From an optimization exercise on the open Yosys and OpenROAD flow, aimed at small area; shortcuts taken in it are not production practice. Only simulation tests tie the RTL to the original design; equivalence was not proved. No activity file was given, so power comes from the tool's default toggle rates. No driver is modelled on the clock port, so clocking that relies on it looks cheaper here than on a real chip.

==> run.sh <==
#!/bin/bash
# synth_recipe.tcl (not shown) runs the flow's synth.tcl, then flattens the netlist and writes it again
# the make line also repeats each setting of config.mk as NAME=value (left out here)
make -C /OpenROAD-flow-scripts/flow DESIGN_CONFIG=/design/flow/config.mk WORK_HOME=/design/flow/orfs CLKGATE_MAP_FILE= SYNTH_SCRIPT=/design/flow/synth_recipe.tcl finish
==> config.mk <==
export PLATFORM = sky130hd
export DESIGN_NAME = register_file
export DESIGN_NICKNAME = register_file
export VERILOG_FILES = /design/flow/design.v
export SDC_FILE = /design/flow/constraint.sdc
export NUM_CORES = 4
export LEC_CHECK = 0
export CAP_MARGIN = 20
export CORE_MARGIN = 2
export CORE_UTILIZATION = 40
export SLEW_MARGIN = 20
==> constraint.sdc <==
create_clock -name core_clock -period 7.0 [get_ports {clk_i}]
set_input_delay 1.4000 -clock core_clock [delete_from_list [all_inputs] [get_ports {clk_i}]]
set_output_delay 1.4000 -clock core_clock [all_outputs]
set_load 0.01 [all_outputs]
==> design.v <==
package rv_pkg;
  localparam int unsigned XLEN       = 32;
  localparam int unsigned REG_ADDR_W = 5;
  localparam int unsigned NUM_REGS   = 32;
  typedef logic [XLEN-1:0]       xlen_t;
  typedef logic [REG_ADDR_W-1:0] reg_addr_t;
  localparam reg_addr_t REG_ZERO = '0;
endpackage
module rf_read_port #(
  parameter int unsigned DATA_W = rv_pkg::XLEN,
  parameter int unsigned ADDR_W = rv_pkg::REG_ADDR_W
) (
  input  logic [(2**ADDR_W)*DATA_W-1:0] regs,
  input  logic [ADDR_W-1:0]             addr,
  output logic [DATA_W-1:0]             rd_data_c
);
  always_comb begin
    rd_data_c = '0;
    if (addr != '0) begin
      rd_data_c = regs[addr*DATA_W +: DATA_W];
    end
  end
endmodule
module register_file #(
  parameter int unsigned DATA_W = rv_pkg::XLEN,
  parameter int unsigned ADDR_W = rv_pkg::REG_ADDR_W
) (
  input  logic              clk_i,
  input  logic              reset_i,
  input  logic [ADDR_W-1:0] addr_1_i,
  input  logic [ADDR_W-1:0] addr_2_i,
  input  logic [ADDR_W-1:0] addr_3_i,
  input  logic              WE3_i,
  input  logic [DATA_W-1:0] WD3_i,
  output logic [DATA_W-1:0] RD_1_o,
  output logic [DATA_W-1:0] RD_2_o
);
  localparam int unsigned NREGS = 2**ADDR_W;
  logic [DATA_W-1:0] mem [NREGS];
  logic [NREGS*DATA_W-1:0] mem_flat;
  logic [NREGS-1:0]  we_vec;
  always_comb begin
    we_vec = '0;
    if (WE3_i && (addr_3_i != '0)) begin
      we_vec[addr_3_i] = 1'b1;
    end
  end
  always_ff @(posedge clk_i or posedge reset_i) begin
    if (reset_i) begin
      for (int i = 0; i < int'(NREGS); i++) begin
        mem[i] <= '0;
      end
    end else begin
      for (int i = 1; i < int'(NREGS); i++) begin
        if (we_vec[i]) begin
          mem[i] <= WD3_i;
        end
      end
    end
  end
  always_comb begin
    for (int i = 0; i < int'(NREGS); i++) begin
      mem_flat[i*DATA_W +: DATA_W] = mem[i];
    end
  end
  rf_read_port #(
    .DATA_W (DATA_W),
    .ADDR_W (ADDR_W)
  ) u_read_1 (
    .regs      (mem_flat),
    .addr      (addr_1_i),
    .rd_data_c (RD_1_o)
  );
  rf_read_port #(
    .DATA_W (DATA_W),
    .ADDR_W (ADDR_W)
  ) u_read_2 (
    .regs      (mem_flat),
    .addr      (addr_2_i),
    .rd_data_c (RD_2_o)
  );
endmodule
==> results of run 1 <==
==> routing by layer <==
metal / GRT usage / vias to the layer above / share of wire
li1: - / 15300 / -
met1: 0.342 / 19300 / 0.44
met2: 0.385 / 1210 / 0.46
met3: 0.0445 / 311 / 0.063
met4: 0.0879 / 10 / 0.036
met5: 0 / - / 0.00045
==> cell usage after synthesis, types with 5 or more instances <==
cell type / count
buf_6: 24
inv_1: 5
o22ai_1: 256
a21oi_1: 32
nand2_1: 72
buf_1: 32
mux2_2: 1120
nor3_1: 161
buf_4: 16
a31oi_1: 16
nor2_1: 10
nand2b_1: 23
a32oi_1: 31
o21ai_0: 15
a211oi_1: 32
or2_2: 5
nand3_1: 24
buf_2: 140
clkbuf_1: 214
mux4_2: 145
dfrtp_1: 992
a221o_1: 63
a221oi_1: 18
mux2i_1: 606
==> worst max-delay path by stage <==
| stage | end | slack [ns] | cells past startpoint |
|---|---|---|---|
| global placement | RD_1_o[20] | 1.04 | 7 |
| floorplan | mem[10][0] | -8.07 | 1 |
| global route | RD_2_o[28] | 0.85 | 7 |
| detailed placement | RD_1_o[20] | 1.07 | 7 |
| CTS | RD_1_o[20] | 1.06 | 7 |
| finish | RD_1_o[25] | 0.94 | 6 |
==> cell type report <==
type | instances | area (sq um) | share of cell area
inverters | 6 | 26.3 | 0.000437
multi-input cells | 2655 | 27200 | 0.453
well taps | 1768 | 2210 | 0.0368
clock buffers | 169 | 3330 | 0.0553
flip-flops and latches | 992 | 24800 | 0.413
repair buffers | 211 | 2090 | 0.0347
clock inverters | 29 | 413 | 0.00687
diodes | 2 | 5.00 | 0.0000833
==> logic make-up (layout without fill, tap and decap cells) <==
logic type,Yosys count,after routing,share of synthesized area
XOR/XNOR,2,2,0.000326
flip-flops,992,992,0.463
other,0,2,0
AND/OR/NAND/NOR,309,309,0.0282
AO/OA/AOI/OAI,469,469,0.0612
buffers and inverters,432,415,0.0380
multiplexers,1871,1871,0.409
adder cells (fa/ha/maj),4,4,0.000933
==> power groups by stage <==
stage                     clock [mW]  combinational, mW  sequential, mW
final                           6.03               4.12            8.19
after global routing            6.37               4.44            8.38
after CTS                       6.13               4.13            8.16
after detailed placement           0               4.12            8.26
after global placement             0               4.05            8.20
after floorplan                    0               3.19            7.99
==> through the flow <==
| stage | power [mW] | setup TNS, ns | setup slack [ns] | cell area (sq um) | utilization |
|---|---|---|---|---|---|
| global route | 19.2 | 0 | 0.852 | 60100 | 0.451 |
| detailed placement | 12.4 | 0 | 1.07 | 56500 | 0.424 |
| global placement | 12.2 | 0 | 1.04 | 56500 | 0.424 |
| floorplan | 11.2 | -8001.80 | -8.07 | 53700 | - |
| finish | 18.3 | 0 | 0.939 | 60100 | 0.451 |
| CTS | 18.4 | 0 | 1.06 | 60200 | 0.452 |
==> worst max-delay path, stage by stage <==
cell,delay (ns)
buf_4,0.68
and3b_2,1.13
a21oi_1,0.13
a32oi_1,0.53
nor3_1,0.21
clkdlybuf4s50_1,0.52
==> placed cells by master, fill, tap and decap left out, types with 4 or more instances in the layout <==
cell and instances:
inv_1 4, a221o_1 63, dfrtp_1 992, buf_12 25, mux4_2 145, buf_2 21
ha_1 4, mux2i_1 606, a31oi_1 16, clkbuf_8 34, nor3_1 161, bufinv_16 9
o22ai_1 256, o21ai_0 15, a21oi_1 32, nand3_4 20, mux2_2 1120, clkinv_2 15
clkbuf_1 25, a32oi_1 31, nand2_1 67, nand2b_4 4, nand2b_1 18, clkbuf_16 111
a211oi_1 32, nor2_4 8, clkdlybuf4s50_1 85, buf_4 75, a221oi_1 18
==> impl_metrics.toml, run 1 <==
[outcome]
outcome = "finished clean"

[clock_tree]
htree_levels = 3
clk_pin_slew_ns = 0.06
postCtsSetupBuffers = 0
clockRootBuffer = "clkbuf_16"
clk_latency_ns = 0.73
clk_path_buf_depth = 3
cts_tree = "built"
cts.hold.buffers_added = 0
cts_resized = 0
numClockSinks = 992
cts_buffers = 108

[pwr]
p_comb_frac = 0.225
seq_power_share = 0.447
internal-power_mw = 13.1
peakVddDrop_v = 0.000203
p_leak_nw = 26.8
clkPwrFrac = 0.329
p_switching_mw = 5.22
p_sw_frac = 0.285
p_per_area_mw_per_mm2 = 305

[worst_hold_path]
hold_path.class = "flop to flop"
holdPathStages = 1
whs_endpoint = "mem[12][5]"
hp-start = "mem[12][5]"

[synth]
synthTopCellsByArea = "dfrtp_1 46%, mux2_2 24%, mux2i_1 11%"
synthDistinctLibCells = 42
yosysWarnings = 3
ys.flop_type = "dfrtp_1"
yosys.area.top_type = "dfrtp_1"
synth-edff-count = 0
syn_avg_cell_area_sq_um = 13.2
synth_cells = 4079
yosysTopAreaCellShare = 0.463
yosysSeqAreaShare = 0.463
syn_area_sq_mm = 0.0537
synth.ff_latch_count = 992
ys_async_sr_fraction = 1.00

[layout]
final_layout_size_suffix_gt1_frac = 0.400
final_cells = 5832
fin_nets = 4028
largest_reg_flops = 992
area_growth_pct = 12.0
fill_cells = 12000
regMostFlops = "mem"
reg_top3 = "mem x992"

[routing]
finalWirelength_um = 170000
drc = 0
drt_pass1_iterations = 6
drt_iter0_markers = 2772
vias_per_cell = 6.20
post_drt_wl_per_cell_um = 29.2
dr_total_vias = 36200
final_antenna_net_count = 0

[grt]
grt_overflow = 0
grt_pass1_wl_um = 252000
first_global_vias = 36800
grt_usage = 0.246
grt_max_degree = 149
antenna_found_initial = 7

[place]
place_hpwl_um = 98900
placed_cells = 5632
io_buffers = 113
finalWeightedCongestion = 0.790

[timing]
period_minus_slack_ns = 6.06
whs_ns = 0.521
worst_pin_slew_ns = 1.20
final-hold-violation-count = 0
setup_violations = 0
max-slew-margin-rel = 0.200
slew_viol_final = 0
fin_skew_ns = 0
post-route-period-util = 0.866
rsz0062_at_grt = "no"
max_clock_freq_mhz = 165

[critical_path]
crit_arrival_ns = 4.66
endpoint_kind = "output pin"
worstReg2RegEnd = "mem[15][10]"
rr_worst_depth = 1
cp_max_fo = 50
required_ns = 5.60
timing.rr.start = "mem[15][10]"
r2r_slack_ns = 6.20
worstSetupStartpoint = "addr_1_i[2]"
cp-start-kind = "input port"
crit_type = "input port to output pin"

[die]
die_x_um = 370
fp.coreArea_sq_mm = 0.133
rows = 134
io_pins = 114
die_y_um = 370
die_area_sq_mm = 0.137
initial_core_util = 0.403

[run]
drv_cap = 0
==> run 2: changes to the inputs <==
--- a/design.v
+++ b/design.v
@@ -13,2 +13,3 @@
   input  logic [(2**ADDR_W)*DATA_W-1:0] regs,
+  input  logic [2**ADDR_W-1:0]          valid,
   input  logic [ADDR_W-1:0]             addr,
@@ -16,8 +17,43 @@
 );
+  localparam int unsigned NREGS = 2**ADDR_W;
+  logic [NREGS-1:0] sel;
   always_comb begin
-    rd_data_c = '0;
-    if (addr != '0) begin
-      rd_data_c = regs[addr*DATA_W +: DATA_W];
+    for (int i = 0; i < int'(NREGS); i++) begin
+      sel[i] = valid[i] && (addr == ADDR_W'(i));
     end
   end
+  for (genvar b = 0; b < int'(DATA_W); b++) begin : g_bit
+    logic [NREGS-1:1] col;
+    for (genvar i = 1; i < int'(NREGS); i++) begin : g_col
+      assign col[i] = regs[i*DATA_W + b];
+    end
+    rf_read_bit u_bit (
+      .sel (sel[NREGS-1:1]),
+      .d   (col),
+      .y   (rd_data_c[b])
+    );
+  end
+endmodule
+module rf_read_bit (
+  input  logic [31:1] sel,
+  input  logic [31:1] d,
+  output logic        y
+);
+  logic [10:0] grp_n;
+  for (genvar g = 0; g < 10; g++) begin : g_grp
+    rf_aoi222 u_aoi (
+      .a0 (sel[3*g+1]), .b0 (d[3*g+1]),
+      .a1 (sel[3*g+2]), .b1 (d[3*g+2]),
+      .a2 (sel[3*g+3]), .b2 (d[3*g+3]),
+      .y  (grp_n[g])
+    );
+  end
+  assign grp_n[10] = ~(sel[31] & d[31]);
+  assign y = ~&grp_n;
+endmodule
+module rf_aoi222 (
+  input  logic a0, b0, a1, b1, a2, b2,
+  output logic y
+);
+  assign y = ~((a0 & b0) | (a1 & b1) | (a2 & b2));
 endmodule
@@ -38,5 +74,6 @@
   localparam int unsigned NREGS = 2**ADDR_W;
-  logic [DATA_W-1:0] mem [NREGS];
   logic [NREGS*DATA_W-1:0] mem_flat;
-  logic [NREGS-1:0]  we_vec;
+  logic [NREGS-1:0]        we_vec;
+  logic [NREGS-1:0]        we_n_vec;
+  logic [NREGS-1:0]        valid_q;
   always_comb begin
@@ -46,2 +83,3 @@
     end
+    we_n_vec = ~we_vec;
   end
@@ -49,17 +87,22 @@
     if (reset_i) begin
-      for (int i = 0; i < int'(NREGS); i++) begin
-        mem[i] <= '0;
-      end
+      valid_q <= '0;
     end else begin
-      for (int i = 1; i < int'(NREGS); i++) begin
-        if (we_vec[i]) begin
-          mem[i] <= WD3_i;
-        end
-      end
+      valid_q <= valid_q | we_vec;
     end
   end
-  always_comb begin
-    for (int i = 0; i < int'(NREGS); i++) begin
-      mem_flat[i*DATA_W +: DATA_W] = mem[i];
+  assign mem_flat[DATA_W-1:0] = '0;
+  for (genvar i = 1; i < int'(NREGS); i++) begin : g_reg
+    logic [DATA_W-1:0] data_q;
+    logic [DATA_W-1:0] data_d;
+    rf_hold_mux #(.DATA_W(DATA_W)) u_hold (
+      .we   (we_vec[i]),
+      .we_n (we_n_vec[i]),
+      .wd   (WD3_i),
+      .q    (data_q),
+      .d    (data_d)
+    );
+    always_ff @(posedge clk_i) begin
+      data_q <= data_d;
     end
+    assign mem_flat[i*DATA_W +: DATA_W] = data_q;
   end
@@ -70,2 +113,3 @@
     .regs      (mem_flat),
+    .valid     (valid_q),
     .addr      (addr_1_i),
@@ -78,2 +122,3 @@
     .regs      (mem_flat),
+    .valid     (valid_q),
     .addr      (addr_2_i),
@@ -82 +127,12 @@
 endmodule
+module rf_hold_mux #(
+  parameter int unsigned DATA_W = rv_pkg::XLEN
+) (
+  input  logic              we,
+  input  logic              we_n,
+  input  logic [DATA_W-1:0] wd,
+  input  logic [DATA_W-1:0] q,
+  output logic [DATA_W-1:0] d
+);
+  assign d = (wd & {DATA_W{we}}) | (q & {DATA_W{we_n}});
+endmodule
--- a/config.mk
+++ b/config.mk
@@ -7,2 +7,3 @@
 export LEC_CHECK = 0
+export ABC_AREA = 1
 export CAP_MARGIN = 20
@@ -11 +12,3 @@
 export SLEW_MARGIN = 20
+export SYNTH_HIERARCHICAL = 1
+export SYNTH_MINIMUM_KEEP_SIZE = 0
==> impl_metrics.toml, run 2 <==
[clock_tree]
cts_resized = 0
cts_tree = "built"
cts_buffers = 117
clk_latency_ns = 0.77
clk_path_buf_depth = 3
clockRootBuffer = "clkbuf_16"
numClockSinks = 1023
clk_pin_slew_ns = 0.06
postCtsSetupBuffers = 0
cts.hold.buffers_added = 0
htree_levels = 3

[timing]
final-hold-violation-count = 0
period_minus_slack_ns = 6.38
worst_pin_slew_ns = 1.21
fin_tns_setup_ns = 0
post-route-period-util = 0.912
slew_viol_final = 0
rsz0062_at_grt = "no"
fin_skew_ns = 0
max-slew-margin-rel = 0.192
setup_violations = 0
max_clock_freq_mhz = 157

[routing]
drt_iter0_markers = 6271
final_antenna_net_count = 0
drc = 0
drt_pass1_iterations = 8
finalWirelength_um = 233000
vias_per_cell = 4.92
dr_total_vias = 55100
post_drt_wl_per_cell_um = 20.8

[die]
io_pins = 114
initial_core_util = 0.402
rows = 135
fp.coreArea_sq_mm = 0.135
die_x_um = 373
die_y_um = 373
die_area_sq_mm = 0.139

[layout]
area_growth_pct = 12.9
fill_cells = 14300
regMostFlops = "g.data_q"
reg_top3 = "g.data_q x992, valid_q x31"
layout_commonest_cell = "nand2_1"
fin_nets = 9378
final_layout_size_suffix_gt1_frac = 0.122
fin_util = 0.454
largest_reg_flops = 992
final_cell_mix = "6044 x nand2_1, 992 x dfxtp_1, 772 x inv_1"
final_cells = 11200

[critical_path]
cp-start-kind = "input port"
worstReg2RegEnd = "valid_q[31]"
required_ns = 5.60
r2r_slack_ns = 6.23
cp_max_fo = 32
crit_arrival_ns = 4.98
rr_worst_depth = 1
timing.rr.start = "valid_q[31]"
crit_type = "input port to output pin"
endpoint_kind = "output pin"

[grt]
first_global_vias = 49400
antenna_found_initial = 12
grt_max_degree = 35
grt_pass1_wl_um = 337000
grt_usage = 0.326
grt_overflow = 0

[outcome]
outcome = "finished clean"

[worst_hold_path]
hold_path.class = "flop to flop"
hp-start = "g_reg[19].data_q[29]"
whs_endpoint = "g_reg[19].data_q[29]"
holdPathStages = 2

[pwr]
peakVddDrop_v = 0.000235
p_leak_nw = 37.8
p_per_area_mw_per_mm2 = 282

[synth]
synth_cells = 9093
yosysWarnings = 8
syn_area_sq_mm = 0.0544
syn_avg_cell_area_sq_um = 5.98

[place]
place_hpwl_um = 158000
finalWeightedCongestion = 1.03
placed_cells = 11000
io_buffers = 113

[run]
drv_cap = 0
-- run 2: cell types whose count changed in the layout (fill, tap and decap cells not counted), moves of 145 or more --
cell     change
dfrtp_1    -961
dfxtp_1    +992
inv_1      +768
mux2_2    -1120
mux2i_1    -606
mux4_2     -145
nand2_1   +5977
nor2_1     +204
nor2_2     +709
nor3_1     -161
o22ai_1    -256
-- run 2: metal layers --
metal / global-route usage / up-vias / part of all wire
met4: 0.142 / 8 / 0.049
met5: 0 / - / 0.00021
met1: 0.458 / 25100 / 0.44
li1: - / 27100 / -
met2: 0.488 / 2453 / 0.42
met3: 0.0568 / 513 / 0.090
-- run 2: through the flow --
stage / hold slack (ns) / total power, mW / setup WS (ns) / cell area, sq um
6_report: 0.452 / 17.3 / 0.618 / 61400
5_1_grt: 0.473 / 18.1 / 0.730 / 61400
4_1_cts: 0.453 / 17.3 / 0.849 / 61400
3_5_place_dp: 0.445 / 11.1 / 0.857 / 57600
3_3_place_gp: 0.440 / 11.0 / 0.794 / 57600
2_1_floorplan: 0.431 / 9.80 / 2.42 / 54400
-- run 2: final cells by class --
| cell class | count | area [sq um] | area share |
|---|---|---|---|
| antenna | 1 | 2.50 | 0.0000408 |
| clock inverter | 26 | 298 | 0.00485 |
| sequential | 1023 | 20600 | 0.336 |
| tap | 1781 | 2230 | 0.0363 |
| timing repair buffer | 308 | 2880 | 0.0468 |
| inverter | 781 | 2940 | 0.0479 |
| clock buffer | 190 | 3530 | 0.0576 |
| multi-input combinational | 7093 | 28900 | 0.470 |
-- run 2: power breakdown --
group          switching, mW  total (mW)  internal [mW]
Sequential              1.19        8.53           7.34
Combinational           1.58        2.55          0.965
Clock                   2.69        6.21           3.52
Total                   5.47        17.3           11.8
-- run 2: worst max path at each step --
| stage | start | end | cells after the start |
|---|---|---|---|
| finish | addr_1_i[3] | RD_1_o[29] | 13 |
| global route | addr_1_i[2] | RD_1_o[29] | 13 |
| CTS | addr_1_i[3] | RD_1_o[29] | 13 |
| detailed placement | addr_1_i[3] | RD_1_o[3] | 13 |
| global placement | addr_1_i[4] | RD_1_o[3] | 12 |
| floorplan | addr_1_i[4] | RD_1_o[0] | 11 |
-- run 2: critical path, stage by stage --
cell	delay, ns
clkdlybuf4s50_1	0.76
nor2_1	0.19
nand2_1	0.32
nor2_2	0.13
buf_12	0.20
nand2_1	0.09
nand2_1	0.06
nor2_2	0.07
nand2_1	0.10
nor2_1	0.54
buf_4	0.23
nand3_1	0.26
clkdlybuf4s50_1	0.58
==> run 3: changes to the inputs <==
--- a/config.mk
+++ b/config.mk
@@ -7,3 +7,2 @@
 export LEC_CHECK = 0
-export ABC_AREA = 1
 export CAP_MARGIN = 20
==> impl_metrics.toml, run 3 <==
[outcome]
outcome = "finished clean"

[clock_tree]
htree_levels = 3
cts_tree = "built"
cts.hold.buffers_added = 0
clk_pin_slew_ns = 0.06
clockRootBuffer = "clkbuf_16"
postCtsSetupBuffers = 0
cts_resized = 0
cts_buffers = 104
clk_path_buf_depth = 3
clk_latency_ns = 0.70
numClockSinks = 1023

[layout]
fill_cells = 9400
fin_util = 0.457
multi_input_area_sq_mm = 0.0187
final_cells = 4925
reg_top3 = "g.data_q x992, valid_q x31"
largest_reg_flops = 992
final_cell_mix = "992 x dfxtp_1, 930 x a22o_1, 640 x a222oi_1"
layout_commonest_cell = "dfxtp_1"
fin_area_sq_mm = 0.0467
final_layout_size_suffix_gt1_frac = 0.137
seq_area_sq_mm = 0.0206
area_growth_pct = 13.0
fin_nets = 3528
regMostFlops = "g.data_q"

[synth]
yosysWarnings = 8
syn_area_sq_mm = 0.0414
synth_cells = 3343
syn_avg_cell_area_sq_um = 12.4

[critical_path]
max_stage_delay_ns = 0.56
crit_arrival_ns = 5.01
cpMaxStageDelayCell = "clkdlybuf4s50_1"
required_ns = 5.60
crit_type = "input port to output pin"
cp_max_fo = 15
endpoint_kind = "output pin"
crit_chain = "clkdlybuf4s50_1 -> and3b_2 -> and3_2 -> buf_4 -> a222oi_1 -> nand4_1 -> a2111o_1 -> clkdlybuf4s50_1"
timing.critical_path.mode_cell = "clkdlybuf4s50_1"
cp-start-kind = "input port"

[pwr]
p_leak_nw = 19.0
peakVddDrop_v = 0.000202
internal-power_mw = 12.2
clkPwrFrac = 0.342
p_comb_frac = 0.144
p_switching_mw = 4.84
total_power_mw = 17.0
p_per_area_mw_per_mm2 = 364
p_sw_frac = 0.285
seq_power_share = 0.514

[grt]
antenna_found_initial = 4
first_global_vias = 36600
grt_usage = 0.332
grt_pass1_wl_um = 264000
grt_max_degree = 33
grt_overflow = 0

[timing]
worst_pin_slew_ns = 1.24
rsz0062_at_grt = "no"
fin_ws_ns = 0.589
whs_ns = 0.484
max-slew-margin-rel = 0.173
final-hold-violation-count = 0
post-route-period-util = 0.916
max_clock_freq_mhz = 156
period_minus_slack_ns = 6.41
setup_violations = 0
fin_skew_ns = 0
slew_viol_final = 0
fin_tns_setup_ns = 0

[routing]
drt_iter0_markers = 9358
finalWirelength_um = 186000
dr_total_vias = 38900
drc = 0
final_antenna_net_count = 0
vias_per_cell = 7.89
post_drt_wl_per_cell_um = 37.7
drt_pass1_iterations = 14

[die]
fp.coreArea_sq_mm = 0.102
die_area_sq_mm = 0.106
initial_core_util = 0.405
die_y_um = 326
io_pins = 114
rows = 117
die_x_um = 326

[worst_hold_path]
hold_path.class = "flop to flop"

[place]
finalWeightedCongestion = 1.02
placed_cells = 4735
dp_slack_ns = 0.798
place_hpwl_um = 106000
placed_area_sq_mm = 0.0431
io_buffers = 113

[run]
drv_cap = 0
## run 3: critical path: cells and delay by family
kind,cells,cell delay [ns]
compound gates,2,0.96
simple gates,3,1.18
buf+inv,3,1.43
## run 3: area by class of cell
type / instances / share of cell area
inverters: 4 / 0.000321
clock buffers: 159 / 0.0686
flip-flops and latches: 1023 / 0.442
multi-input cells: 2108 / 0.401
clock inverters: 29 / 0.00723
well taps: 1368 / 0.0366
diodes: 1 / 0.0000536
repair buffers: 233 / 0.0446
## run 3: worst paths after layout
check | start | endpoint | slack (ns) | depth (start not counted)
setup reg to reg | valid_q[7] | valid_q[7] | 6.25 | 1
setup / recovery | addr_1_i[2] | RD_1_o[12] | 0.59 | 8
hold / removal | valid_q[6] | valid_q[6] | 0.48 | 1
min in group asynchronous | reset_i | valid_q[28] | 1.09 | 3
hold reg to reg | valid_q[6] | valid_q[6] | 0.48 | 1
max in group asynchronous | reset_i | valid_q[21] | 5.60 | 3
## run 3: metal layers
layer / GRT usage / share of wire / wire, um / up-vias
li1: - / - / - / 15500
met1: 0.446 / 0.38 / 70400 / 19000
met2: 0.480 / 0.41 / 76600 / 3641
met3: 0.0964 / 0.15 / 27700 / 811
met4: 0.178 / 0.060 / 11100 / 6
met5: 0 / 0.00016 / 29 / -
## run 3: power by group through the flow
stage | logic, mW | registers, mW | clock network [mW]
after floorplan | 1.63 | 8.41 | 0
after global placement | 2.30 | 8.75 | 0
after detailed placement | 2.38 | 8.75 | 0
after CTS | 2.39 | 8.67 | 5.80
after global routing | 2.59 | 8.92 | 6.05
final | 2.44 | 8.74 | 5.81
==> run 4: changes to the inputs <==
--- a/config.mk
+++ b/config.mk
@@ -9,3 +9,6 @@
 export CORE_MARGIN = 2
-export CORE_UTILIZATION = 40
+export CORE_UTILIZATION = 65
+export CTS_BUF_LIST = sky130_fd_sc_hd__clkbuf_16
+export CTS_CLUSTER_DIAMETER = 80
+export CTS_CLUSTER_SIZE = 30
 export SLEW_MARGIN = 20
==> impl_metrics.toml, run 4 <==
[timing]
post-route-period-util = 0.931
period_minus_slack_ns = 6.52
max-slew-margin-rel = 0.197
rsz0062_at_grt = "no"
slew_viol_final = 0
fin_skew_ns = 0
final-hold-violation-count = 0
setup_violations = 0
fin_ws_ns = 0.481
max_clock_freq_mhz = 153
worst_pin_slew_ns = 1.20
fin_tns_setup_ns = 0

[worst_hold_path]
hold_path.class = "flop to flop"
whs_endpoint = "valid_q[4]"
holdPathStages = 1
hp-start = "valid_q[4]"

[critical_path]
timing.critical_path.mode_cell = "clkdlybuf4s50_1"
cp_max_fo = 13
cp-start-kind = "input port"
rr_worst_depth = 1
endpoint_kind = "output pin"
worstReg2RegEnd = "valid_q[31]"
max_stage_delay_ns = 0.61
r2r_slack_ns = 6.24
crit_arrival_ns = 5.12
crit_chain = "clkdlybuf4s50_1 -> nor3b_2 -> and3_1 -> buf_4 -> a222oi_1 -> nand4_1 -> a2111o_1 -> clkdlybuf4s50_1"
cpMaxStageDelayCell = "a222oi_1"
crit_type = "input port to output pin"
timing.rr.start = "valid_q[31]"
required_ns = 5.60
critical_path.top_delay_family = "buffers and inverters"
path_buf_inv = 3

[place]
finalWeightedCongestion = 1.04
io_buffers = 113
dp_slack_ns = 0.732
place_hpwl_um = 99900

[routing]
finalWirelength_um = 176000
post_drt_wl_per_cell_um = 40.7
final_antenna_net_count = 0
drt_iter0_markers = 11500
drc = 0
dr_total_vias = 40200
vias_per_cell = 9.30
drt_pass1_iterations = 17

[clock_tree]
clockRootBuffer = "clkbuf_16"
numClockSinks = 1023
htree_levels = 2
cts.hold.buffers_added = 0
cts_resized = 0
cts_tree = "built"
cts_buffers = 42
clk_pin_slew_ns = 0.11
clk_path_buf_depth = 3
clk_latency_ns = 0.65
postCtsSetupBuffers = 0

[pwr]
p_leak_nw = 18.2
peakVddDrop_v = 0.000223
p_per_area_mw_per_mm2 = 326

[grt]
grt_usage = 0.506
grt_overflow = 0
first_global_vias = 38000
antenna_found_initial = 5
grt_pass1_wl_um = 253000
grt_max_degree = 33

[layout]
final_cell_mix = "992 x dfxtp_1, 930 x a22o_1, 640 x a222oi_1"
largest_reg_flops = 992
layout_commonest_cell = "dfxtp_1"
multi_input_area_sq_mm = 0.0186
seq_area_sq_mm = 0.0206
final_layout_size_suffix_gt1_frac = 0.101
antenna_cells = 0
fin_nets = 3512
reg_top3 = "g.data_q x992, valid_q x31"
area_growth_pct = 6.56
fill_cells = 4603
regMostFlops = "g.data_q"

[outcome]
outcome = "finished clean"

[die]
die_x_um = 256
die_y_um = 256
die_area_sq_mm = 0.0657
io_pins = 114
rows = 92
initial_core_util = 0.657
fp.coreArea_sq_mm = 0.0630

[synth]
syn_area_sq_mm = 0.0414
syn_avg_cell_area_sq_um = 12.4
yosysWarnings = 8
synth_cells = 3343

[run]
drv_cap = 0
==> run 4: cell count changes in the layout (fill, tap and decap cells not counted), sizes merged <==
| cell | delta |
|---|---|
| clkdlybuf4s50 | -3 |
| clkbuf | -114 |
| buf | +49 |
| clkinv | -10 |
| bufinv | -4 |
| diode | -1 |
| inv | +3 |
| clkinvlp | -5 |
==> run 4: report_power, final <==
part           total, mW  internal, mW  switching (mW)
sequential          8.74          7.43            1.32
combinational       2.49          1.39            1.10
clock               3.14          1.23            1.91
==> run 4: worst max-delay path by stage <==
stage	to	cells past startpoint	slack, ns	startpoint
CTS	RD_1_o[7]	8	0.72	addr_1_i[4]
global route	RD_1_o[7]	8	0.49	addr_1_i[4]
floorplan	RD_1_o[0]	5	2.67	addr_1_i[2]
global placement	RD_1_o[7]	8	0.82	addr_1_i[4]
finish	RD_1_o[7]	8	0.48	addr_1_i[4]
detailed placement	RD_1_o[7]	8	0.73	addr_1_i[4]
==> run 4: final cells by class <==
cell class              instances  share of cell area
inverters                       4            0.000341
clock buffers                  45              0.0256
well taps                     846              0.0240
clock inverters                13             0.00321
flip-flops and latches       1023               0.468
multi-input cells            2108               0.422
repair buffers                279              0.0567
==> run 4: through the flow <==
step | instances | util | hold slack [ns] | instance area, sq um | power [mW]
final | 4318 | 0.700 | 0.481 | 44100 | 14.4
after global routing | 4318 | 0.700 | 0.501 | 44100 | 14.8
after CTS | 4314 | 0.699 | 0.480 | 44000 | 14.2
after detailed placement | 4256 | 0.678 | 0.453 | 42700 | 11.1
after global placement | 4256 | 0.678 | 0.450 | 42700 | 10.9
after floorplan | 3343 | - | 0.433 | 41400 | 10.0
==> run 4: metal layers <==
metal  share of wire  up-vias  track usage
met3            0.19     1115        0.202
met5         0.00039        -      0.00365
met1            0.33    19000        0.642
met4           0.087       10        0.344
met2            0.40     4724        0.704
li1                -    15300            -
==> run 5: changes to the inputs <==
--- a/design.v
+++ b/design.v
@@ -19,6 +19,14 @@
   logic [NREGS-1:0] sel;
-  always_comb begin
-    for (int i = 0; i < int'(NREGS); i++) begin
-      sel[i] = valid[i] && (addr == ADDR_W'(i));
-    end
+  logic [3:0] a_hi, a_hi_n;
+  logic [7:0] a_lo, a_lo_n;
+  rf_predec #(.W(2)) u_dec_hi (.en(1'b1), .a(addr[4:3]), .y(a_hi), .y_n(a_hi_n));
+  rf_predec #(.W(3)) u_dec_lo (.en(1'b1), .a(addr[2:0]), .y(a_lo), .y_n(a_lo_n));
+  assign sel[0] = 1'b0;
+  for (genvar i = 1; i < int'(NREGS); i++) begin : g_sel
+    rf_rsel u_rsel (
+      .valid (valid[i]),
+      .hi    (a_hi[i/8]),
+      .lo    (a_lo[i%8]),
+      .sel   (sel[i])
+    );
   end
@@ -59,2 +67,10 @@
 endmodule
+module rf_rsel (
+  input  logic valid,
+  input  logic hi,
+  input  logic lo,
+  output logic sel
+);
+  assign sel = valid & hi & lo;
+endmodule
 module register_file #(
@@ -78,8 +94,17 @@
   logic [NREGS-1:0]        valid_q;
-  always_comb begin
-    we_vec = '0;
-    if (WE3_i && (addr_3_i != '0)) begin
-      we_vec[addr_3_i] = 1'b1;
-    end
-    we_n_vec = ~we_vec;
+  logic [3:0] wa_hi, wa_hi_n;
+  logic [7:0] wa_lo, wa_lo_n;
+  rf_predec #(.W(2)) u_wdec_hi (.en(WE3_i), .a(addr_3_i[4:3]), .y(wa_hi), .y_n(wa_hi_n));
+  rf_predec #(.W(3)) u_wdec_lo (.en(1'b1),  .a(addr_3_i[2:0]), .y(wa_lo), .y_n(wa_lo_n));
+  assign we_vec[0]   = 1'b0;
+  assign we_n_vec[0] = 1'b1;
+  for (genvar i = 1; i < int'(NREGS); i++) begin : g_wdec
+    rf_wsel u_wsel (
+      .hi   (wa_hi[i/8]),
+      .hi_n (wa_hi_n[i/8]),
+      .lo   (wa_lo[i%8]),
+      .lo_n (wa_lo_n[i%8]),
+      .we   (we_vec[i]),
+      .we_n (we_n_vec[i])
+    );
   end
@@ -138 +163,27 @@
 endmodule
+module rf_predec #(
+  parameter int unsigned W = 2
+) (
+  input  logic            en,
+  input  logic [W-1:0]    a,
+  output logic [2**W-1:0] y,
+  output logic [2**W-1:0] y_n
+);
+  always_comb begin
+    for (int j = 0; j < 2**W; j++) begin
+      y[j] = en && (a == W'(j));
+    end
+    y_n = ~y;
+  end
+endmodule
+module rf_wsel (
+  input  logic hi,
+  input  logic hi_n,
+  input  logic lo,
+  input  logic lo_n,
+  output logic we,
+  output logic we_n
+);
+  assign we   = ~(hi_n | lo_n);
+  assign we_n = ~(hi & lo);
+endmodule
==> flow/run.sh (new file) <==
#!/bin/bash
set -euo pipefail
export CTS_ARGS="-sink_clustering_enable -repair_clock_nets -buf_list sky130_fd_sc_hd__clkbuf_16 -sink_clustering_size 30 -sink_clustering_max_diameter 80 -dont_use_dummy_load"
export BUFFER_PORTS_ARGS="-buffer_cell sky130_fd_sc_hd__buf_1"
bash standard.sh > make.log 2>&1
==> standard.sh (new file) <==
#!/bin/bash
# synth_recipe.tcl (not shown) runs the flow's synth.tcl, then flattens the netlist and writes it again
# the make line also repeats each setting of config.mk as NAME=value (left out here)
make -C /OpenROAD-flow-scripts/flow DESIGN_CONFIG=/design/flow/config.mk WORK_HOME=/design/flow/orfs CLKGATE_MAP_FILE= SYNTH_SCRIPT=/design/flow/synth_recipe.tcl "${@:-finish}"
--- a/config.mk
+++ b/config.mk
@@ -10,5 +10,2 @@
 export CORE_UTILIZATION = 65
-export CTS_BUF_LIST = sky130_fd_sc_hd__clkbuf_16
-export CTS_CLUSTER_DIAMETER = 80
-export CTS_CLUSTER_SIZE = 30
 export SLEW_MARGIN = 20
removed: run.sh
==> impl_metrics.toml, run 5 <==
[pwr]
clkPwrFrac = 0.263
p_switching_mw = 2.94
internal-power_mw = 8.36
total_power_mw = 11.3
p_per_area_mw_per_mm2 = 261
p_sw_frac = 0.260
peakVddDrop_v = 0.000226
seq_power_share = 0.648
p_leak_nw = 17.3
p_comb_frac = 0.090

[worst_hold_path]
hold_path.class = "flop to flop"
hp-start = "valid_q[6]"

[critical_path]
endpoint = "RD_2_o[9]"
endpoint_kind = "output pin"
crit_type = "input port to output pin"
worstSetupStartpoint = "addr_2_i[3]"
cp-start-kind = "input port"
rr_worst_depth = 1
required_ns = 5.60
crit_arrival_ns = 4.29
cp_max_fo = 32
timing.rr.start = "valid_q[13]"
worstReg2RegEnd = "valid_q[13]"
r2r_slack_ns = 6.26

[synth]
synth_cells = 3316
yosysWarnings = 9
syn_avg_cell_area_sq_um = 12.4
syn_area_sq_mm = 0.0410

[clock_tree]
clk_pin_slew_ns = 0.06
htree_levels = 2
cts_resized = 0
cts_buffers = 44
cts.hold.buffers_added = 0
clk_path_buf_depth = 3
clk_latency_ns = 0.65
postCtsSetupBuffers = 0
numClockSinks = 1023
clockRootBuffer = "clkbuf_16"
cts_tree = "built"

[layout]
reg_top3 = "g.data_q x992, valid_q x31"
multi_input_area_sq_mm = 0.0185
seq_area_sq_mm = 0.0206
largest_reg_flops = 992
final_cells = 4302
fill_cells = 4681
layout_commonest_cell = "dfxtp_1"
final_layout_size_suffix_gt1_frac = 0.0899
fin_nets = 3500
area_growth_pct = 5.29
fin_area_sq_mm = 0.0432
final_cell_mix = "992 x dfxtp_1, 930 x a22o_1, 640 x a222oi_1"
regMostFlops = "g.data_q"

[die]
initial_core_util = 0.654
rows = 92
fp.coreArea_sq_mm = 0.0627
io_pins = 114
die_x_um = 255
die_area_sq_mm = 0.0651
die_y_um = 255

[routing]
dr_total_vias = 39600
drt_pass1_iterations = 13
finalWirelength_um = 173000
drc = 0
post_drt_wl_per_cell_um = 40.1
final_antenna_net_count = 0
vias_per_cell = 9.22
drt_iter0_markers = 10200

[timing]
fin_ws_ns = 1.31
post-route-period-util = 0.812
worst_pin_slew_ns = 1.26
fin_skew_ns = 0
slew_viol_final = 0
max-slew-margin-rel = 0.157
max_clock_freq_mhz = 176
fin_tns_setup_ns = 0
setup_violations = 0
final-hold-violation-count = 0
rsz0062_at_grt = "no"
period_minus_slack_ns = 5.69

[grt]
first_global_vias = 38100
grt_usage = 0.506
grt_pass1_wl_um = 246000
grt_max_degree = 34
antenna_found_initial = 11
grt_overflow = 0

[place]
place_hpwl_um = 95100
placed_cells = 4239
finalWeightedCongestion = 0.998
dp_slack_ns = 1.66
io_buffers = 113
placed_area_sq_mm = 0.0418

[run]
drv_cap = 0

[outcome]
outcome = "finished clean"
-- run 5: layout make-up --
type,instances,area share
clock buffers,44,0.0255
flip-flops and latches,1023,0.478
well taps,846,0.0245
repair buffers,268,0.0436
inverters,1,0.0000869
diodes,8,0.000463
multi-input cells,2112,0.428
-- run 5: layer usage --
layer,global-route usage,vias up,share of wire
met4,0.323,14,0.071
li1,-,15200,-
met2,0.708,4390,0.40
met5,0,-,0.00051
met3,0.227,1082,0.19
met1,0.632,18900,0.34
-- run 5: how the worst min path moves through the flow --
stage	slack [ns]	end	depth (start not counted)
after floorplan	0.44	valid_q[10]	1
after global placement	0.45	valid_q[20]	1
after detailed placement	0.46	valid_q[25]	1
after CTS	0.48	valid_q[6]	1
after global routing	0.50	valid_q[26]	1
final	0.48	valid_q[6]	1
-- run 5: critical path, stage by stage --
cell      delay, ns
buf_1          0.10
nor3b_1        0.90
and3_1         0.33
buf_4          0.53
a222oi_1       0.22
nand4_1        0.31
a2111o_1       0.28
buf_1          0.18
-- run 5: stage by stage --
| step | util | hold slack, ns |
|---|---|---|
| floorplan | - | 0.438 |
| global placement | 0.664 | 0.454 |
| detailed placement | 0.666 | 0.461 |
| CTS | 0.684 | 0.475 |
| global route | 0.688 | 0.497 |
| finish | 0.689 | 0.480 |
-- run 5: power by group through the flow --
| stage | logic [mW] | registers, mW | clock network [mW] |
|---|---|---|---|
| final | 1.01 | 7.31 | 2.97 |
| after global routing | 1.08 | 7.39 | 3.13 |
| after CTS | 0.981 | 7.27 | 2.92 |
| after detailed placement | 0.976 | 7.39 | 0 |
| after global placement | 0.917 | 7.32 | 0 |
| after floorplan | 0.707 | 7.21 | 0 |
==> run 6: changes to the inputs <==
--- a/design.v
+++ b/design.v
@@ -18,15 +18,15 @@
   localparam int unsigned NREGS = 2**ADDR_W;
-  logic [NREGS-1:0] sel;
-  logic [3:0] a_hi, a_hi_n;
-  logic [7:0] a_lo, a_lo_n;
-  rf_predec #(.W(2)) u_dec_hi (.en(1'b1), .a(addr[4:3]), .y(a_hi), .y_n(a_hi_n));
-  rf_predec #(.W(3)) u_dec_lo (.en(1'b1), .a(addr[2:0]), .y(a_lo), .y_n(a_lo_n));
-  assign sel[0] = 1'b0;
+  logic [NREGS-1:0] sel;      
+  logic [NREGS-1:0] sel_hi;   
+  logic [3:0] a_hi;
+  logic [7:0] a_lo;
+  rf_predec #(.W(2)) u_dec_hi (.a(addr[4:3]), .y(a_hi));
+  rf_predec #(.W(3)) u_dec_lo (.a(addr[2:0]), .y(a_lo));
+  assign sel[0]    = 1'b0;
+  assign sel_hi[0] = 1'b0;
   for (genvar i = 1; i < int'(NREGS); i++) begin : g_sel
-    rf_rsel u_rsel (
-      .valid (valid[i]),
-      .hi    (a_hi[i/8]),
-      .lo    (a_lo[i%8]),
-      .sel   (sel[i])
-    );
+    logic sel_n;
+    rf_nand3 u_nand (.a(valid[i]), .b(a_hi[i/8]), .c(a_lo[i%8]), .y(sel_n));
+    rf_inv   u_inv    (.a(sel_n), .y(sel[i]));
+    rf_inv   u_inv_hi (.a(sel_n), .y(sel_hi[i]));
   end
@@ -38,3 +38,3 @@
     rf_read_bit u_bit (
-      .sel (sel[NREGS-1:1]),
+      .sel ((b < int'(DATA_W/2)) ? sel[NREGS-1:1] : sel_hi[NREGS-1:1]),
       .d   (col),
@@ -66,10 +66,2 @@
   assign y = ~((a0 & b0) | (a1 & b1) | (a2 & b2));
-endmodule
-module rf_rsel (
-  input  logic valid,
-  input  logic hi,
-  input  logic lo,
-  output logic sel
-);
-  assign sel = valid & hi & lo;
 endmodule
@@ -94,17 +86,19 @@
   logic [NREGS-1:0]        valid_q;
-  logic [3:0] wa_hi, wa_hi_n;
-  logic [7:0] wa_lo, wa_lo_n;
-  rf_predec #(.W(2)) u_wdec_hi (.en(WE3_i), .a(addr_3_i[4:3]), .y(wa_hi), .y_n(wa_hi_n));
-  rf_predec #(.W(3)) u_wdec_lo (.en(1'b1),  .a(addr_3_i[2:0]), .y(wa_lo), .y_n(wa_lo_n));
-  assign we_vec[0]   = 1'b0;
-  assign we_n_vec[0] = 1'b1;
+  logic [3:0] wa_hi;
+  logic [7:0] wa_lo;
+  rf_predec_en #(.W(2)) u_wdec_hi (.en(WE3_i), .a(addr_3_i[4:3]), .y(wa_hi));
+  rf_predec    #(.W(3)) u_wdec_lo (.a(addr_3_i[2:0]), .y(wa_lo));
+  logic [NREGS-1:0] we_hi_vec;
+  logic [NREGS-1:0] we_n_hi_vec;
+  assign we_vec[0]      = 1'b0;
+  assign we_n_vec[0]    = 1'b1;
+  assign we_hi_vec[0]   = 1'b0;
+  assign we_n_hi_vec[0] = 1'b1;
   for (genvar i = 1; i < int'(NREGS); i++) begin : g_wdec
-    rf_wsel u_wsel (
-      .hi   (wa_hi[i/8]),
-      .hi_n (wa_hi_n[i/8]),
-      .lo   (wa_lo[i%8]),
-      .lo_n (wa_lo_n[i%8]),
-      .we   (we_vec[i]),
-      .we_n (we_n_vec[i])
-    );
+    logic dec_n;
+    rf_nand2 u_nand    (.a(wa_hi[i/8]),    .b(wa_lo[i%8]), .y(dec_n));
+    rf_inv   u_we_lo   (.a(dec_n),         .y(we_vec[i]));
+    rf_inv   u_we_n_lo (.a(we_vec[i]),     .y(we_n_vec[i]));
+    rf_inv   u_we_hi   (.a(dec_n),         .y(we_hi_vec[i]));
+    rf_inv   u_we_n_hi (.a(we_hi_vec[i]),  .y(we_n_hi_vec[i]));
   end
@@ -121,9 +115,11 @@
     logic [DATA_W-1:0] data_d;
-    rf_hold_mux #(.DATA_W(DATA_W)) u_hold (
-      .we   (we_vec[i]),
-      .we_n (we_n_vec[i]),
-      .wd   (WD3_i),
-      .q    (data_q),
-      .d    (data_d)
-    );
+    for (genvar b = 0; b < int'(DATA_W); b++) begin : g_bit
+      rf_hold_mux u_hold (
+        .we   ((b < int'(DATA_W/2)) ? we_vec[i]   : we_hi_vec[i]),
+        .we_n ((b < int'(DATA_W/2)) ? we_n_vec[i] : we_n_hi_vec[i]),
+        .wd   (WD3_i[b]),
+        .q    (data_q[b]),
+        .d    (data_d[b])
+      );
+    end
     always_ff @(posedge clk_i) begin
@@ -152,12 +148,10 @@
 endmodule
-module rf_hold_mux #(
-  parameter int unsigned DATA_W = rv_pkg::XLEN
-) (
-  input  logic              we,
-  input  logic              we_n,
-  input  logic [DATA_W-1:0] wd,
-  input  logic [DATA_W-1:0] q,
-  output logic [DATA_W-1:0] d
-);
-  assign d = (wd & {DATA_W{we}}) | (q & {DATA_W{we_n}});
+module rf_hold_mux (
+  input  logic we,
+  input  logic we_n,
+  input  logic wd,
+  input  logic q,
+  output logic d
+);
+  assign d = (wd & we) | (q & we_n);
 endmodule
@@ -166,6 +160,17 @@
 ) (
+  input  logic [W-1:0]    a,
+  output logic [2**W-1:0] y
+);
+  always_comb begin
+    for (int j = 0; j < 2**W; j++) begin
+      y[j] = (a == W'(j));
+    end
+  end
+endmodule
+module rf_predec_en #(
+  parameter int unsigned W = 2
+) (
   input  logic            en,
   input  logic [W-1:0]    a,
-  output logic [2**W-1:0] y,
-  output logic [2**W-1:0] y_n
+  output logic [2**W-1:0] y
 );
@@ -175,15 +180,24 @@
     end
-    y_n = ~y;
-  end
-endmodule
-module rf_wsel (
-  input  logic hi,
-  input  logic hi_n,
-  input  logic lo,
-  input  logic lo_n,
-  output logic we,
-  output logic we_n
-);
-  assign we   = ~(hi_n | lo_n);
-  assign we_n = ~(hi & lo);
-endmodule
+  end
+endmodule
+module rf_nand2 (
+  input  logic a,
+  input  logic b,
+  output logic y
+);
+  assign y = ~(a & b);
+endmodule
+module rf_nand3 (
+  input  logic a,
+  input  logic b,
+  input  logic c,
+  output logic y
+);
+  assign y = ~(a & b & c);
+endmodule
+module rf_inv (
+  input  logic a,
+  output logic y
+);
+  assign y = ~a;
+endmodule
--- a/config.mk
+++ b/config.mk
@@ -10,2 +10,3 @@
 export CORE_UTILIZATION = 65
+export GPL_TIMING_DRIVEN = 0
 export SLEW_MARGIN = 20
==> impl_metrics.toml, run 6 <==
[clock_tree]
cts.hold.buffers_added = 0
cts_tree = "built"
cts_resized = 0
cts_buffers = 42
clk_latency_ns = 0.64
htree_levels = 2
clk_pin_slew_ns = 0.12
numClockSinks = 1023
clk_path_buf_depth = 3
clockRootBuffer = "clkbuf_16"
postCtsSetupBuffers = 0

[die]
die_y_um = 250
die_x_um = 250
rows = 90
initial_core_util = 0.654
die_area_sq_mm = 0.0625
fp.coreArea_sq_mm = 0.0601
io_pins = 114

[grt]
grt_pass1_wl_um = 221000
grt_overflow = 0
first_global_vias = 34900
grt_max_degree = 32
grt_usage = 0.450
antenna_found_initial = 14

[run]
drv_cap = 0

[timing]
fin_ws_ns = 1.03
period_minus_slack_ns = 5.97
worst_pin_slew_ns = 1.33
max_clock_freq_mhz = 168
slew_viol_final = 0
setup_violations = 0
fin_tns_setup_ns = 0
final-hold-violation-count = 0
max-slew-margin-rel = 0.115
rsz0062_at_grt = "no"
fin_skew_ns = 0
post-route-period-util = 0.853

[critical_path]
crit_chain = "buf_1 -> nor3b_1 -> nand3_1 -> inv_1 -> a222oi_1 -> nand4_1 -> a2111o_1 -> buf_1"
crit_arrival_ns = 4.57
worstSetupStartpoint = "addr_2_i[0]"
crit_type = "input port to output pin"
cp-start-kind = "input port"
required_ns = 5.60
max_stage_delay_ns = 1.08
endpoint_kind = "output pin"
timing.critical_path.mode_cell = "buf_1"
cpMaxStageDelayCell = "nor3b_1"
timing.rr.start = "valid_q[24]"
cp_max_fo = 16

[synth]
syn_avg_cell_area_sq_um = 11.8
yosysWarnings = 10
syn_area_sq_mm = 0.0393
synth_cells = 3320

[routing]
dr_total_vias = 37600
post_drt_wl_per_cell_um = 34.7
drt_iter0_markers = 9723
finalWirelength_um = 148000
drc = 0
final_antenna_net_count = 0
drt_pass1_iterations = 15
vias_per_cell = 8.83

[layout]
area_growth_pct = 6.37
final_layout_size_suffix_gt1_frac = 0.0271
fill_cells = 4365
largest_reg_flops = 992
final_cells = 4260
final_cell_mix = "992 x a22o_1, 992 x dfxtp_1, 640 x a222oi_1"
reg_top3 = "g.data_q x992, valid_q x31"
fin_area_sq_mm = 0.0418
regMostFlops = "g.data_q"
fin_nets = 3527

[place]
place_hpwl_um = 98600
dp_slack_ns = 1.46
finalWeightedCongestion = 1.08
io_buffers = 113
placed_cells = 4215
placed_area_sq_mm = 0.0408

[pwr]
p_switching_mw = 3.51
peakVddDrop_v = 0.000241
clkPwrFrac = 0.229
p_comb_frac = 0.138
total_power_mw = 12.5
internal-power_mw = 9.02
p_per_area_mw_per_mm2 = 300
p_sw_frac = 0.280
p_leak_nw = 18.3
seq_power_share = 0.634

[worst_hold_path]
hp-start = "valid_q[25]"
hold_path.class = "flop to flop"

[outcome]
outcome = "finished clean"
run 6: per-layer routing:
layer | wire length, um | vias to the layer above | global-route usage
li1 | - | 15200 | -
met1 | 50900 | 18000 | 0.598
met2 | 63700 | 3653 | 0.678
met3 | 20000 | 721 | 0.0774
met4 | 13300 | 16 | 0.299
met5 | 93 | - | 0
run 6: final timing paths:
path,to,slack [ns],cells past startpoint
hold reg to reg,valid_q[25],0.50,1
hold / removal,valid_q[25],0.50,1
min in group asynchronous,valid_q[29],0.82,2
max in group asynchronous,valid_q[22],5.63,2
setup / recovery,RD_2_o[29],1.03,8
setup reg to reg,valid_q[24],6.24,1
run 6: stage by stage:
| stage | utilization | hold WS (ns) |
|---|---|---|
| floorplan | - | 0.455 |
| global placement | 0.677 | 0.469 |
| detailed placement | 0.678 | 0.477 |
| CTS | 0.696 | 0.502 |
| global route | 0.696 | 0.516 |
| finish | 0.696 | 0.500 |
run 6: cell type report:
type / count / area [sq um] / share of cell area
timing repair buffer: 113 / 464 / 0.0111
clock buffer: 42 / 1050 / 0.0251
sequential: 1023 / 20600 / 0.493
tap: 782 / 978 / 0.0234
antenna: 3 / 7.51 / 0.000179
multi-input combinational: 2048 / 17800 / 0.425
inverter: 249 / 935 / 0.0223
run 6: critical path, delay by kind of cell:
| family | cells | cell delay [ns] |
|---|---|---|
| and+or+nand+nor | 3 | 1.58 |
| AOI/OAI and AO/OA | 2 | 0.54 |
| buffers and inverters | 3 | 1.02 |
run 6: power by group through the flow:
stage / logic [mW] / registers [mW] / clock network (mW)
floorplan: 1.20 / 7.74 / 0
global placement: 1.58 / 7.89 / 0
detailed placement: 1.67 / 7.99 / 0
CTS: 1.68 / 7.88 / 2.85
global route: 1.83 / 8.05 / 3.05
finish: 1.73 / 7.94 / 2.87
==> run 7: changes to the inputs <==
==> flow/run.sh (replaced) <==
#!/bin/bash
set -euo pipefail
export CTS_ARGS="-sink_clustering_enable -repair_clock_nets -buf_list sky130_fd_sc_hd__clkbuf_16 -sink_clustering_size 32 -sink_clustering_max_diameter 90 -dont_use_dummy_load"
export BUFFER_PORTS_ARGS="-buffer_cell sky130_fd_sc_hd__buf_1"
bash standard.sh > make.log 2>&1
==> impl_metrics.toml, run 7 <==
[grt]
use_met2 = 0.682
grt.busiest_layer = "met2"
grt_pass1_wl_um = 220000
grt_use_met1 = 0.595
first_global_vias = 34800
grt_usage = 0.449
antenna_found_initial = 13
grt_overflow = 0
grt_use_met3 = 0.0732
grt_max_degree = 33

[layout]
final_layout_size_suffix_gt1_frac = 0.0259
reg_top3 = "g.data_q x992, valid_q x31"
fin_area_sq_mm = 0.0417
regMostFlops = "g.data_q"
largest_reg_flops = 992
final_cell_mix = "992 x a22o_1, 992 x dfxtp_1, 640 x a222oi_1"
fin_nets = 3523
fin_util = 0.694
area_growth_pct = 6.13
final_cells = 4258

[critical_path]
max_stage_delay_ns = 1.09
cp_max_fo = 16
crit_type = "input port to output pin"
crit_arrival_ns = 4.57
r2r_slack_ns = 6.24
endpoint_kind = "output pin"
rr_worst_depth = 1
crit_chain = "buf_1 -> nor3b_1 -> nand3_1 -> inv_1 -> a222oi_1 -> nand4_1 -> a2111o_1 -> buf_1"
timing.critical_path.mode_cell = "buf_1"
cpMaxStageDelayCell = "nor3b_1"
worstSetupStartpoint = "addr_2_i[0]"
cp-start-kind = "input port"
worstReg2RegEnd = "valid_q[9]"
endpoint = "RD_2_o[29]"
timing.rr.start = "valid_q[9]"
required_ns = 5.60

[clock_tree]
cts_tree = "built"
cts.hold.buffers_added = 0
clk_pin_slew_ns = 0.11
cts_resized = 0
cts_buffers = 38
postCtsSetupBuffers = 0
clk_latency_ns = 0.60
htree_levels = 2
clk_path_buf_depth = 3
clockRootBuffer = "clkbuf_16"
numClockSinks = 1023

[timing]
fin_skew_ns = 0
final-hold-violation-count = 0
post-route-period-util = 0.853
setup_violations = 0
worst_pin_slew_ns = 1.33
slew_viol_final = 0
max_clock_freq_mhz = 168
rsz0062_at_grt = "no"
fin_tns_setup_ns = 0
max-slew-margin-rel = 0.113
period_minus_slack_ns = 5.97

[pwr]
p_leak_nw = 18.2
peakVddDrop_v = 0.000196
total_power_mw = 12.4
p_per_area_mw_per_mm2 = 297

[synth]
syn_area_sq_mm = 0.0393
syn_avg_cell_area_sq_um = 11.8
synth_cells = 3320
yosysWarnings = 10

[die]
die_y_um = 250
fp.coreArea_sq_mm = 0.0601
initial_core_util = 0.654
die_x_um = 250
rows = 90
die_area_sq_mm = 0.0625
io_pins = 114

[place]
place_hpwl_um = 98600
io_buffers = 113
finalWeightedCongestion = 1.08
placed_area_sq_mm = 0.0408
placed_cells = 4215

[routing]
drc = 0
drt_pass1_iterations = 14
vias_per_cell = 8.85
finalWirelength_um = 148000
dr_total_vias = 37700
post_drt_wl_per_cell_um = 34.7
drt_iter0_markers = 9674
final_antenna_net_count = 0

[worst_hold_path]
hold_path.class = "flop to flop"
holdPathStages = 1

[run]
drv_cap = 0

[outcome]
outcome = "finished clean"
## run 7: critical path, delay by kind of cell
kind	cells	cell delay, ns
compound gates	2	0.51
buf+inv	3	1.04
simple gates	3	1.61
## run 7: stage by stage
| stage | worst slack [ns] | hold WS, ns |
|---|---|---|
| after detailed placement | 1.46 | 0.477 |
| after CTS | 1.45 | 0.500 |
| after floorplan | 2.87 | 0.455 |
| after global placement | 1.54 | 0.469 |
| final | 1.03 | 0.498 |
| after global routing | 1.16 | 0.520 |
## run 7: layout make-up
| cell class | count | area, sq um |
|---|---|---|
| Tap cell | 782 | 978 |
| Multi-Input combinational cell | 2048 | 17800 |
| Sequential cell | 1023 | 20600 |
| Inverter | 249 | 935 |
| Antenna cell | 5 | 12.5 |
| Clock buffer | 38 | 951 |
| Fill cell | 4389 | 18400 |
| Timing Repair Buffer | 113 | 464 |
## run 7: worst min path at each step
| stage | start | endpoint | slack [ns] |
|---|---|---|---|
| after floorplan | valid_q[10] | valid_q[10] | 0.46 |
| after global placement | valid_q[9] | valid_q[9] | 0.47 |
| after detailed placement | valid_q[25] | valid_q[25] | 0.48 |
| after CTS | valid_q[27] | valid_q[27] | 0.50 |
| after global routing | valid_q[11] | valid_q[11] | 0.52 |
| final | valid_q[26] | valid_q[26] | 0.50 |
## run 7: power breakdown
group | total [mW] | internal (mW) | switching (mW)
clock | 2.76 | 0.992 | 1.76
sequential | 7.94 | 6.99 | 0.951
combinational | 1.72 | 0.945 | 0.779
## run 7: per-layer routing
metal | wire [um] | vias up
met5 | 79 | -
met4 | 12700 | 14
met3 | 20000 | 687
met2 | 63800 | 3689
met1 | 51200 | 18100
li1 | - | 15200
==> run 8: changes to the inputs <==
--- a/config.mk
+++ b/config.mk
@@ -9,3 +9,3 @@
 export CORE_MARGIN = 2
-export CORE_UTILIZATION = 65
+export CORE_UTILIZATION = 75
 export GPL_TIMING_DRIVEN = 0
==> impl_metrics.toml, run 8 <==
[critical_path]
path_buf_inv = 3
cpMaxStageDelayCell = "inv_1"
crit_arrival_ns = 4.75
critical_path.top_delay_family = "simple AND/OR/NAND/NOR gates"
endpoint_kind = "output pin"
crit_type = "input port to output pin"
r2r_slack_ns = 6.22
crit_chain = "buf_1 -> nor3b_1 -> nand3_1 -> inv_1 -> a222oi_1 -> nand4_1 -> a2111o_1 -> buf_1"
required_ns = 5.60
cp-start-kind = "input port"
max_stage_delay_ns = 0.78
cp_max_fo = 16
rr_worst_depth = 1
path_depth = 8
timing.critical_path.mode_cell = "buf_1"

[die]
fp.coreArea_sq_mm = 0.0516
rows = 83
die_y_um = 233
initial_core_util = 0.762
die_x_um = 233
io_pins = 114
die_area_sq_mm = 0.0543

[clock_tree]
clk_latency_ns = 0.65
clk_pin_slew_ns = 0.11
cts_tree = "built"
cts_resized = 0
cts.hold.buffers_added = 0
clk_path_buf_depth = 3
clockRootBuffer = "clkbuf_16"
htree_levels = 2
cts_buffers = 38
numClockSinks = 1023
postCtsSetupBuffers = 0

[place]
finalWeightedCongestion = 1.13
io_buffers = 113
place_hpwl_um = 103000

[grt]
first_global_vias = 37100
grt_usage = 0.597
grt_pass1_wl_um = 244000
grt_overflow = 0
antenna_found_initial = 30
grt_max_degree = 33

[timing]
max-slew-margin-rel = 0.222
rsz0062_at_grt = "no"
fin_tns_setup_ns = 0
period_minus_slack_ns = 6.15
whs_ns = 0.505
post-route-period-util = 0.878
final-hold-violation-count = 0
slew_viol_final = 0
max_clock_freq_mhz = 163
setup_violations = 0
fin_skew_ns = 0
worst_pin_slew_ns = 1.17

[outcome]
outcome = "finished clean"

[run]
drv_cap = 0

[layout]
largest_reg_flops = 992
fill_cells = 3057
regMostFlops = "g.data_q"
fin_nets = 3524
final_layout_size_suffix_gt1_frac = 0.0259
area_growth_pct = 5.93
reg_top3 = "g.data_q x992, valid_q x31"
final_cell_mix = "992 x a22o_1, 992 x dfxtp_1, 640 x a222oi_1"

[routing]
drt_pass1_iterations = 17
drc = 0
post_drt_wl_per_cell_um = 40.5
drt_iter0_markers = 13800
vias_per_cell = 9.79
final_antenna_net_count = 0
finalWirelength_um = 169000
dr_total_vias = 40800

[pwr]
p_per_area_mw_per_mm2 = 301
p_leak_nw = 18.3
peakVddDrop_v = 0.000287
total_power_mw = 12.6

[worst_hold_path]
hold_path.class = "flop to flop"
holdPathStages = 1

[synth]
yosysWarnings = 10
syn_area_sq_mm = 0.0393
synth_cells = 3320
syn_avg_cell_area_sq_um = 11.8
-- run 8: cell type report --
class / instances / area (sq um) / area share
flip-flops and latches: 1023 / 20600 / 0.495
multi-input cells: 2048 / 17800 / 0.426
clock buffers: 38 / 951 / 0.0228
inverters: 249 / 935 / 0.0224
well taps: 680 / 851 / 0.0204
repair buffers: 114 / 492 / 0.0118
diodes: 16 / 40.0 / 0.000961
-- run 8: metrics by stage --
stage	setup WS (ns)	util	cell area, sq um	cells
floorplan	2.87	-	39300	3320
finish	0.851	0.807	41700	4168
detailed placement	1.43	0.788	40700	4114
CTS	1.43	0.806	41600	4152
global route	0.870	0.807	41600	4158
global placement	1.47	0.787	40600	4113
-- run 8: path summary, 6_finish.rpt --
check / startpoint / endpoint
max in group asynchronous: reset_i / valid_q[25]
setup / recovery: addr_2_i[1] / RD_2_o[31]
hold / removal: valid_q[12] / valid_q[12]
setup reg to reg: valid_q[13] / valid_q[13]
min in group asynchronous: reset_i / valid_q[17]
hold reg to reg: valid_q[12] / valid_q[12]
-- run 8: metal layers --
| metal | routed length, um | GRT usage | up-vias |
|---|---|---|---|
| met2 | 65100 | 0.827 | 5133 |
| met1 | 50700 | 0.702 | 18800 |
| met5 | 506 | 0.0404 | - |
| met4 | 18900 | 0.422 | 36 |
| met3 | 33600 | 0.317 | 1617 |
| li1 | - | - | 15200 |
-- run 8: power breakdown --
| group | leakage, nW | internal (mW) | total [mW] | switching (mW) |
|---|---|---|---|---|
| sequential | 8.61 | 6.99 | 7.99 | 1.00 |
| combinational | 9.18 | 0.948 | 1.80 | 0.855 |
| clock | 0.468 | 0.990 | 2.77 | 1.78 |
| total | 18.3 | 8.92 | 12.6 | 3.64 |

==> re-timing with driven ports <==
The flow's constraints put no driver on any port. The routed layouts listed below were extracted and timed again, unchanged, in two steps.
Step 1 assumes that a clkbuf_16 drives the clock port and a buf_2 every other input.
Step 2 moves the port delays by t, midway between the first and last clock arrival at a register: inputs arrive t later, outputs are due t later. That takes back most of the time a late clock gives input paths.
a / b / c = ideal ports / drivers / drivers and shift; a / b = the first two.
| run | shift t [ns] | slack for setup (ns) | cell pins on the clock port's net |
|---|---|---|---|
| run 1 | 0.791 | 0.938 / 0.829 / 0.829 | 1 |
| run 2 | 0.833 | 0.618 / 0.591 / 0.591 | 1 |
| run 3 | 0.770 | 0.589 / 0.565 / 0.565 | 1 |
| run 4 | 0.708 | 0.481 / 0.461 / 0.461 | 1 |
| run 5 | 0.689 | 1.314 / 1.289 / 1.289 | 1 |
| run 6 | 0.688 | 1.031 / 0.903 / 0.903 | 1 |
| run 7 | 0.676 | 1.031 / 0.901 / 0.901 | 1 |
| run 8 | 0.714 | 0.851 / 0.722 / 0.722 | 1 |
After both steps setup and hold are still met in every run listed. For run 7, which loses most, drivers alone change the setup slack by -0.130 ns; drivers and shift together by -0.130 ns.
